This is an optimization exercise on Yosys and OpenROAD, whose aim is small area and a short achievable clock period, not a production implementation. In this exercise RTL edits were held to simulation tests only and were not proved equivalent to the original. Power is estimated from default activity; no workload was simulated.

==> job 608 <==
## maze_video_top
module maze_video_top (
  input  logic                     clk,
  input  logic                     reset,
  input  logic [8-1:0]   awaddr,
  input  logic                     awvalid,
  output logic                     awready,
  input  logic [32-1:0]   wdata,
  input  logic [32/8-1:0] wstrb,
  input  logic                     wvalid,
  output logic                     wready,
  output logic [1:0]               bresp,
  output logic                     bvalid,
  input  logic                     bready,
  input  logic [8-1:0]   araddr,
  input  logic                     arvalid,
  output logic                     arready,
  output logic [32-1:0]   rdata,
  output logic [1:0]               rresp,
  output logic                     rvalid,
  input  logic                     rready,
  output logic [11:0]              rgb,
  output logic [7:0]               pixel_x,
  output logic [8:0]               pixel_y,
  output logic                     de
);
  logic [7:0] nx;
  logic [8:0] ny;
  logic       vis;
  logic       frame_start;
  logic [4*8-1:0]  scene_x;
  logic [4*9-1:0]  scene_y;
  logic [4*12-1:0] scene_color;
  logic [11:0]                scene_bg;
  raster_timing u_timing (
    .clk         (clk),
    .reset       (reset),
    .nx          (nx),
    .ny          (ny),
    .vis    (vis),
    .frame_start (frame_start),
    .pixel_x     (pixel_x),
    .pixel_y     (pixel_y),
    .de          (de)
  );
  sprite_regs u_regs (
    .clk          (clk),
    .reset        (reset),
    .awaddr       (awaddr),
    .awvalid      (awvalid),
    .awready      (awready),
    .wdata        (wdata),
    .wstrb        (wstrb),
    .wvalid       (wvalid),
    .wready       (wready),
    .bresp        (bresp),
    .bvalid       (bvalid),
    .bready       (bready),
    .araddr       (araddr),
    .arvalid      (arvalid),
    .arready      (arready),
    .rdata        (rdata),
    .rresp        (rresp),
    .rvalid       (rvalid),
    .rready       (rready),
    .frame_start  (frame_start),
    .scene_x     (scene_x),
    .scene_y     (scene_y),
    .scene_color  (scene_color),
  ...
==> module raster_timing, before the edit <==
module raster_timing (
  input  logic       clk,
  input  logic       reset,
  output logic [7:0] nx,
  output logic [8:0] ny,
  output logic       vis,
  output logic       frame_start,
  output logic [7:0] pixel_x,
  output logic [8:0] pixel_y,
  output logic       de
);
  localparam logic [8:0] SY_LAST = 9'(300 - 1);
  localparam logic [7:0] SX_ACT = 8'(224);
  localparam logic [8:0] SY_ACT = 9'(288);
  logic first;
  logic next_act;
  function automatic logic [8:0] next_y(input logic [7:0] x, input logic [8:0] y);
    if (x != 8'hFF)        next_y = y;
    else if (y == SY_LAST) next_y = '0;
    else                   next_y = y + 1'b1;
  endfunction
  always_ff @(posedge clk) begin
    if (reset) begin
      nx <= 8'd1;
      ny <= '0;
    end else begin
      nx <= nx + 1'b1;
      ny <= next_y(nx, ny);
    end
  end
  always_ff @(posedge clk) begin
    if (reset) begin
      pixel_x <= '0;
      pixel_y <= '0;
    end else if (!first) begin
      pixel_x <= pixel_x + 1'b1;
      pixel_y <= next_y(pixel_x, pixel_y);
    end
  end
  always_ff @(posedge clk) begin
    first <= reset;
  end
  assign next_act = (nx < SX_ACT) && (ny < SY_ACT);
  always_ff @(posedge clk) begin
    if (reset) begin
      vis <= 1'b0;
      de <= 1'b0;
    end else begin
      vis <= next_act;
      de <= vis || first;
    end
  end
  always_ff @(posedge clk) begin
    if (reset) frame_start <= 1'b1;
    else       frame_start <= (nx == '0) && (ny == '0);
  end
endmodule
clock: 5.0 ns
lec_check: 0
cap_margin: 5
core_margin: 2
core_utilization: 40
cts_buf_list: sky130_fd_sc_hd__clkbuf_16
cts_cluster_diameter: 80
cts_cluster_size: 24
setup_slack_margin: 2.8
slew_margin: 5
standard.sh (not shown) runs the stock make flow with config.mk's settings and CLKGATE_MAP_FILE= SYNTH_SCRIPT=/design/flow/synth_recipe.tcl, a recipe that flattens the netlist after the stock synthesis.
==> flow/flow/run.sh <==
#!/bin/bash
set -euo pipefail
bash standard.sh MATCH_CELL_FOOTPRINT=0 ADDER_MAP_FILE= \
  "BUFFER_PORTS_ARGS=-buffer_cell sky130_fd_sc_hd__buf_1" finish > standard.log 2>&1
==> job 2424: changes against job 608 <==
--- a/flow/design.v
+++ b/flow/design.v
@@ -33,6 +33,11 @@
       pixel_x <= '0;
+    end else begin
+      pixel_x <= nx - 1'b1;
+    end
+  end
+  always_ff @(posedge clk) begin
+    if (reset) begin
       pixel_y <= '0;
-    end else if (!first) begin
-      pixel_x <= pixel_x + 1'b1;
-      pixel_y <= next_y(pixel_x, pixel_y);
+    end else if (nx == 8'd1) begin
+      pixel_y <= ny;
     end
- CAP_MARGIN: 5 -> 20
- CORE_UTILIZATION: 40 -> 60
- CTS_BUF_LIST: sky130_fd_sc_hd__clkbuf_16 -> sky130_fd_sc_hd__clkbuf_8
- CTS_CLUSTER_DIAMETER: 80 -> 60
- CTS_CLUSTER_SIZE: 24 -> 16
- SETUP_SLACK_MARGIN: 2.8 -> 2.7
- SLEW_MARGIN: 5 -> 20
==> notes.md <==
Register area share after synthesis: job 608 0.636; job 2424 0.640
Worst Hold Endpoint: job 608 u_regs.scene_color[34]; job 2424 u_timing.de
Worst max-slew margin expressed relative to the limit: job 608 0.409; job 2424 0.249
DP Worst Slack: job 608 1.50 ns; job 2424 1.23 ns
Leakage power figure: job 608 5.93 nW; job 2424 5.79 nW
Run status: job 608 finished clean; job 2424 finished clean
Portion of netlist area occupied by mux cells: job 608 0.00879; job 2424 0.0215
Data buffer area share: job 608 0.0528; job 2424 0.0357
Wire length the detailed router placed on met1: job 608 16.4 mm; job 2424 14.5 mm
Minimum period implied by the final worst setup slack: job 608 2.17 ns; job 2424 2.25 ns
GP Congestion: job 608 0.860; job 2424 0.897
Post-synth top area share: job 608 0.561; job 2424 0.564
All-Layer GR Usage: job 608 0.190; job 2424 0.267
Skew-Pair Late Insertion Delay: job 608 0.53 ns; job 2424 0.61 ns
Fmax: job 608 460 MHz; job 2424 444 MHz
Post-route worst hold slack: job 608 0.452 ns; job 2424 0.448 ns
Clock transition at path regs: job 608 0.10 ns; job 2424 0.09 ns
Peak ir drop on the vdd network: job 608 0.000201 V; job 2424 0.000264 V
Area share of fa/ha/maj cells after synthesis: job 608 0.00521; job 2424 0.00721
Seq. pwr: job 608 3.52 mW; job 2424 3.53 mW
Reported combinational group power: job 608 0.607 mW; job 2424 0.581 mW
Fraction of area in clock buffers and inverters: job 608 0.0321; job 2424 0.0375
Share of the synthesized area in compound gates (AO/OA/AOI/OAI): job 608 0.119; job 2424 0.113

---

==> inputs of 11-22 <==
==> flow/design.v <==
module raster_timing (
  input  logic       clk,
  input  logic       reset,
  output logic [7:0] nx,
  output logic [8:0] ny,
  output logic       vis,
  output logic       frame_start,
  output logic [7:0] pixel_x,
  output logic [8:0] pixel_y,
  output logic       de
);
  localparam logic [8:0] SY_LAST = 9'(300 - 1);
  localparam logic [7:0] SX_ACT = 8'(224);
  localparam logic [8:0] SY_ACT = 9'(288);
  logic first;
  logic next_act;
  function automatic logic [8:0] next_y(input logic [7:0] x, input logic [8:0] y);
    if (x != 8'hFF)        next_y = y;
    else if (y == SY_LAST) next_y = '0;
    else                   next_y = y + 1'b1;
  endfunction
  always_ff @(posedge clk) begin
    if (reset) begin
      nx <= 8'd1;
      ny <= '0;
    end else begin
      nx <= nx + 1'b1;
      ny <= next_y(nx, ny);
    end
  end
  always_ff @(posedge clk) begin
    if (reset) begin
      pixel_x <= '0;
    end else begin
      pixel_x <= nx - 1'b1;
    end
  end
  always_ff @(posedge clk) begin
    if (reset) begin
      pixel_y <= '0;
    end else if (nx == 8'd1) begin
      pixel_y <= ny;
    end
  end
  always_ff @(posedge clk) begin
    first <= reset;
  end
  assign next_act = (nx < SX_ACT) && (ny < SY_ACT);
  always_ff @(posedge clk) begin
    if (reset) begin
      vis <= 1'b0;
      de <= 1'b0;
    end else begin
      vis <= next_act;
      de <= vis || first;
    end
  end
  always_ff @(posedge clk) begin
    if (reset) frame_start <= 1'b1;
    else       frame_start <= (nx == '0) && (ny == '0);
  end
endmodule
module sprite_regs (
  input  logic                      clk,
  input  logic                      reset,
  input  logic [8-1:0]    awaddr,
  input  logic                      awvalid,
  output logic                      awready,
  input  logic [32-1:0]    wdata,
  input  logic [32/8-1:0]  wstrb,
  input  logic                      wvalid,
  output logic                      wready,
  output logic [1:0]                bresp,
  output logic                      bvalid,
  input  logic                      bready,
  input  logic [8-1:0]    araddr,
  input  logic                      arvalid,
  output logic                      arready,
  output logic [32-1:0]    rdata,
  output logic [1:0]                rresp,
  output logic                      rvalid,
  input  logic                      rready,
  input  logic                      frame_start,
  output logic [4*8-1:0] scene_x,
  output logic [4*9-1:0] scene_y,
  output logic [4*12-1:0] scene_color,
  output logic [11:0]               scene_bg
);
  localparam logic [1:0] RESP_OKAY   = 2'b00;
  localparam logic [1:0] RESP_SLVERR = 2'b10;
  logic [3:0]  ctrl_q;
  logic [3:0][8:0]  pos_x_q;
  logic [3:0][8:0]  pos_y_q;
  logic [3:0][11:0] color_q;
  logic [11:0] bg_q;
  logic       wr_ctrl, wr_bg, wr_valid;
  logic [3:0] wr_pos, wr_color;
  logic       rd_ctrl, rd_bg, rd_valid;
  logic [3:0] rd_pos, rd_color;
  always_comb begin
    wr_ctrl = (awaddr == 8'h00);
    wr_bg = (awaddr == 8'h24);
    rd_ctrl = (araddr == 8'h00);
    rd_bg = (araddr == 8'h24);
    for (int i = 0; i < 4; i++) begin
      wr_pos[i] = (awaddr == 8'h04 + 8'(4 * i));
      wr_color[i] = (awaddr == 8'h14 + 8'(4 * i));
      rd_pos[i] = (araddr == 8'h04 + 8'(4 * i));
      rd_color[i] = (araddr == 8'h14 + 8'(4 * i));
    end
    wr_valid = wr_ctrl || wr_bg || (|wr_pos) || (|wr_color);
    rd_valid = rd_ctrl || rd_bg || (|rd_pos) || (|rd_color);
  end
  logic wr_fire;
  assign wr_fire = awvalid && awready && wvalid;
  always_ff @(posedge clk) begin
    if (reset) begin
      awready <= 1'b0;
      bvalid <= 1'b0;
    end else begin
      awready <= awvalid && wvalid && !awready && !bvalid;
      bvalid <= wr_fire || (bvalid && !bready);
    end
  end
  assign wready = awready;
  always_ff @(posedge clk) begin
    if (!bvalid) bresp <= wr_valid ? RESP_OKAY : RESP_SLVERR;
  end
  logic [32-1:0] wdata_r;
  logic [3:0]             lane_we;
  assign wdata_r = reset ? '0 : wdata;
  assign lane_we = wr_fire ? wstrb : 4'd0;
  always_ff @(posedge clk) begin
    if (reset || (wr_ctrl && lane_we[0])) ctrl_q <= wdata_r[3:0];
    if (reset || (wr_bg && lane_we[0])) bg_q[7:0] <= wdata_r[7:0];
    if (reset || (wr_bg && lane_we[1])) bg_q[11:8] <= wdata_r[11:8];
    for (int i = 0; i < 4; i++) begin
      if (reset || (wr_pos[i] && lane_we[0])) pos_x_q[i][7:0] <= wdata_r[7:0];
      if (reset || (wr_pos[i] && lane_we[1])) pos_x_q[i][8] <= wdata_r[8];
      if (reset || (wr_pos[i] && lane_we[2])) pos_y_q[i][7:0] <= wdata_r[23:16];
      if (reset || (wr_pos[i] && lane_we[3])) pos_y_q[i][8] <= wdata_r[24];
      if (reset || (wr_color[i] && lane_we[0])) color_q[i][7:0] <= wdata_r[7:0];
      if (reset || (wr_color[i] && lane_we[1])) color_q[i][11:8] <= wdata_r[11:8];
    end
  end
  logic [32-1:0] rd_word;
  always_comb begin
    rd_word = '0;
    if (rd_ctrl) rd_word[3:0] = ctrl_q;
    if (rd_bg) rd_word[11:0] = bg_q;
    for (int i = 0; i < 4; i++) begin
      if (rd_pos[i]) rd_word = {7'd0, pos_y_q[i], 7'd0, pos_x_q[i]};
      if (rd_color[i]) rd_word[11:0] = color_q[i];
    end
  end
  logic rd_fire;
  assign rd_fire = arvalid && arready;
  always_ff @(posedge clk) begin
    if (reset) begin
      arready <= 1'b0;
      rvalid <= 1'b0;
    end else begin
      arready <= arvalid && !arready && !rvalid;
      rvalid <= rd_fire || (rvalid && !rready);
    end
  end
  always_ff @(posedge clk) begin
    if (!rvalid) begin
      rdata <= rd_word;
      rresp <= rd_valid ? RESP_OKAY : RESP_SLVERR;
    end
  end
  always_ff @(posedge clk) begin
    logic kill;
    if (frame_start) begin
      for (int i = 0; i < 4; i++) begin
        kill = !ctrl_q[i] || pos_x_q[i][8] || (&pos_x_q[i][7:5])
            || (pos_y_q[i][8] && (|pos_y_q[i][7:5]));
        scene_x[8*i +: 8] <= kill ? {4'b1110, pos_x_q[i][3:0]} : pos_x_q[i][7:0];
        scene_y[9*i +: 9] <= pos_y_q[i];
        scene_color[12*i +: 12] <= color_q[i];
      end
      scene_bg <= bg_q;
    end
  end
endmodule
module enemy_sprite (
  input  logic                       clk,
  input  logic                       reset,
  input  logic [7:0]                 nx,
  input  logic [8:0]                 ny,
  input  logic                       vis,
  input  logic [4*8-1:0]  scene_x,
  input  logic [4*9-1:0]  scene_y,
  input  logic [4*12-1:0] scene_color,
  input  logic [11:0]                scene_bg,
  output logic [11:0]                rgb
);
  function automatic logic [191:0] low_table(input logic rows);
    logic [2:0] b, a, d;
    logic [1:0] cls;
    low_table = '0;
    for (int k = 0; k < 64; k++) begin
      b = 3'(k >> 3);
      a = 3'(k);
      d = b - a;
      if (!rows)      cls = d[2] ? ~d[1:0] : d[1:0];
      else if (d == 3'd0) cls = 2'd0;
      else if (d == 3'd1) cls = 2'd1;
      else if (d == 3'd2 || d == 3'd3 || d == 3'd7) cls = 2'd2;
      else            cls = 2'd3;
      low_table[3*k +: 3] = {b >= a, cls};
    end
  endfunction
  localparam logic [191:0] COL_TAB = low_table(1'b0);
  localparam logic [191:0] ROW_TAB = low_table(1'b1);
  function automatic logic ghost(input logic [1:0] rc, input logic [1:0] cc);
    case (rc)
      2'd0:    ghost = cc[1];
      2'd1:    ghost = cc != 2'd0;
      2'd2:    ghost = cc != 2'd2;
      default: ghost = 1'b1;
    endcase
  endfunction
  function automatic logic sum_zero5(input logic [4:0] p, input logic [4:0] q,
                                     input logic cin);
    logic [4:0] z;
    z = p ^ q;
    sum_zero5 = (z[0] == cin) && (z[4:1] == (p[3:0] | q[3:0]));
  endfunction
  function automatic logic sum_zero6(input logic [5:0] p, input logic [5:0] q,
                                     input logic cin);
    logic [5:0] z;
    z = p ^ q;
    sum_zero6 = (z[0] == cin) && (z[5:1] == (p[4:0] | q[4:0]));
  endfunction
  logic [4-1:0] hit_next;
  logic [4-1:0] hit;
  always_comb begin
    logic [2:0] xd, yd;
    logic [1:0] cc, rc;
    for (int i = 0; i < 4; i++) begin
      xd = nx[2:0] - scene_x[8*i +: 3];
      yd = ny[2:0] - scene_y[9*i +: 3];
      cc = xd[2] ? ~xd[1:0] : xd[1:0];
      case (yd)
        3'd0: rc = 2'd0;
        3'd1: rc = 2'd1;
        3'd4, 3'd5, 3'd6: rc = 2'd3;
        default: rc = 2'd2;
      endcase
      hit_next[i] = sum_zero5(nx[7:3], ~scene_x[8*i+3 +: 5], nx[2:0] >= scene_x[8*i +: 3])
                 && sum_zero6(ny[8:3], ~scene_y[9*i+3 +: 6], ny[2:0] >= scene_y[9*i +: 3])
                 && ghost(rc, cc);
    end
  end
  always_ff @(posedge clk) begin
    hit <= hit_next;
  end
  logic [4:0] sel;
  assign sel[0] = hit[0];
  assign sel[1] = !hit[0] && hit[1];
  assign sel[2] = !hit[0] && !hit[1] && hit[2];
  assign sel[3] = !hit[0] && !hit[1] && !hit[2] && hit[3];
  assign sel[4] = !(|hit);
  always_ff @(posedge clk) begin
    if (reset || !vis) begin
      rgb <= '0;
    end else begin
      rgb <= ({12{sel[0]}} & scene_color[11:0])
           | ({12{sel[1]}} & scene_color[23:12])
           | ({12{sel[2]}} & scene_color[35:24])
           | ({12{sel[3]}} & scene_color[47:36])
           | ({12{sel[4]}} & scene_bg);
    end
  end
endmodule
module maze_video_top (
  input  logic                     clk,
  input  logic                     reset,
  input  logic [8-1:0]   awaddr,
  input  logic                     awvalid,
  output logic                     awready,
  input  logic [32-1:0]   wdata,
  input  logic [32/8-1:0] wstrb,
  input  logic                     wvalid,
  output logic                     wready,
  output logic [1:0]               bresp,
  output logic                     bvalid,
  input  logic                     bready,
  input  logic [8-1:0]   araddr,
  input  logic                     arvalid,
  output logic                     arready,
  output logic [32-1:0]   rdata,
  output logic [1:0]               rresp,
  output logic                     rvalid,
  input  logic                     rready,
  output logic [11:0]              rgb,
  output logic [7:0]               pixel_x,
  output logic [8:0]               pixel_y,
  output logic                     de
);
  logic [7:0] nx;
  logic [8:0] ny;
  logic       vis;
  logic       frame_start;
  logic [4*8-1:0]  scene_x;
  logic [4*9-1:0]  scene_y;
  logic [4*12-1:0] scene_color;
  logic [11:0]                scene_bg;
  raster_timing u_timing (
    .clk         (clk),
    .reset       (reset),
    .nx          (nx),
    .ny          (ny),
    .vis    (vis),
    .frame_start (frame_start),
    .pixel_x     (pixel_x),
    .pixel_y     (pixel_y),
    .de          (de)
  );
  sprite_regs u_regs (
    .clk          (clk),
    .reset        (reset),
    .awaddr       (awaddr),
    .awvalid      (awvalid),
    .awready      (awready),
    .wdata        (wdata),
    .wstrb        (wstrb),
    .wvalid       (wvalid),
    .wready       (wready),
    .bresp        (bresp),
    .bvalid       (bvalid),
    .bready       (bready),
    .araddr       (araddr),
    .arvalid      (arvalid),
    .arready      (arready),
    .rdata        (rdata),
    .rresp        (rresp),
    .rvalid       (rvalid),
    .rready       (rready),
    .frame_start  (frame_start),
    .scene_x     (scene_x),
    .scene_y     (scene_y),
    .scene_color  (scene_color),
    .scene_bg     (scene_bg)
  );
  enemy_sprite u_sprite (
    .clk          (clk),
    .reset        (reset),
    .nx           (nx),
    .ny           (ny),
    .vis     (vis),
    .scene_x     (scene_x),
    .scene_y     (scene_y),
    .scene_color  (scene_color),
    .scene_bg     (scene_bg),
    .rgb          (rgb)
  );
endmodule
==> flow/flow/run.sh <==
#!/bin/bash
set -euo pipefail
bash standard.sh MATCH_CELL_FOOTPRINT=0 ADDER_MAP_FILE= \
  "BUFFER_PORTS_ARGS=-buffer_cell sky130_fd_sc_hd__buf_1" finish > standard.log 2>&1
==> flow/standard.sh <==
#!/bin/bash
# synth_recipe.tcl (not shown) runs the flow's synth.tcl, then flattens the netlist and writes it again
# the make line also repeats each setting of config.mk as NAME=value (left out here)
make -C /OpenROAD-flow-scripts/flow DESIGN_CONFIG=/design/flow/config.mk WORK_HOME=/design/flow/orfs CLKGATE_MAP_FILE= SYNTH_SCRIPT=/design/flow/synth_recipe.tcl "${@:-finish}"
==> flow/config.mk <==
export PLATFORM = sky130hd
export DESIGN_NAME = maze_video_top
export DESIGN_NICKNAME = maze_video_top
export VERILOG_FILES = /design/flow/design.v
export SDC_FILE = /design/flow/constraint.sdc
export NUM_CORES = 4
export LEC_CHECK = 0
export CAP_MARGIN = 20
export CORE_MARGIN = 2
export CORE_UTILIZATION = 60
export CTS_BUF_LIST = sky130_fd_sc_hd__clkbuf_8
export CTS_CLUSTER_DIAMETER = 60
export CTS_CLUSTER_SIZE = 16
export PLACE_DENSITY = 0.72
export SETUP_SLACK_MARGIN = 2.8
export SLEW_MARGIN = 20
==> flow/constraint.sdc <==
create_clock -name core_clock -period 5.0 [get_ports {clk}]
set_input_delay 1.0000 -clock core_clock [delete_from_list [all_inputs] [get_ports {clk}]]
set_output_delay 1.0000 -clock core_clock [all_outputs]
set_load 0.01 [all_outputs]
==> 01-28: changes against 11-22 <==
- PLACE_DENSITY: 0.72 -> default
- SETUP_SLACK_MARGIN: 2.8 -> 2.9
==> comparison table <==
| quantity | 01-28 | 11-22 |
|---|---|---|
| Wirelength per Cell | 21.4 µm | 21.7 µm |
| Net switching component of the power | 1410 µW | 1460 µW |
| Drt via density | 5.92 | 6.00 |
| Worst-case hold path end point | u_regs.scene_bg[4] | u_regs.scene_color[17] |
| Status | no timing/DRC/antenna violations | no timing/DRC/antenna violations |
| Final-layout worst hold slack | 452 ps | 443 ps |
| Initial antenna violation count | 1 | 0 |
| Multi-input gate area | 5580 µm² | 5430 µm² |
| Routability cong. | 0.936 | 0.925 |
| Maximum achievable frequency | 442 MHz | 456 MHz |
| Post-Route WL | 37400 µm | 37200 µm |
| Iteration-0 DRC count of the detailed router | 897 | 1034 |
| Minimum setup slack in the final design | 2740 ps | 2810 ps |
| Final Instance Area | 17600 µm² | 17000 µm² |
| Clock share of power | 27.6% | 26.7% |
| Met3 usage | 3.40% | 3.83% |
| Arrival time of the worst setup path | 1260 ps | 1190 ps |
| Remaining max-slew budget at the tightest pin | 41.3% | 37.1% |
| Total power consumption of the routed design | 5770 µW | 5640 µW |
| Met2 track utilization from global routing | 47.0% | 47.8% |

==> separate check: timing with driven ports <==
The flow's constraints put no driver on any port. The routed layouts listed below were extracted and timed again, unchanged, in two steps.
Step 1, drivers: a clkbuf_16 drives clk and a buf_2 each remaining input, both assumed.
Step 2 times the ports against the registers' clock, not the clock port: input delays grow and output delays shrink by t, the midpoint of the rising clock arrivals with the driver on.
Slacks: no drivers / after step 1 / after step 2; pairs: no drivers / after step 1.
run | shift t [ns] | slack for setup (ns) | worst setup path after step 2
job 608 | 0.569 | 2.826 / 2.826 / 2.311 | input to register
job 2424 | 0.650 | 2.749 / 2.752 / 2.123 | input to register
11-22 | 0.631 | 2.809 / 2.764 / 2.215 | input to register
01-28 | 0.623 | 2.736 / 2.692 / 2.330 | input to register
After both steps every run listed still meets setup and hold. For job 2424, which loses most, drivers alone change the setup slack by +0.003 ns; drivers and shift together by -0.626 ns.
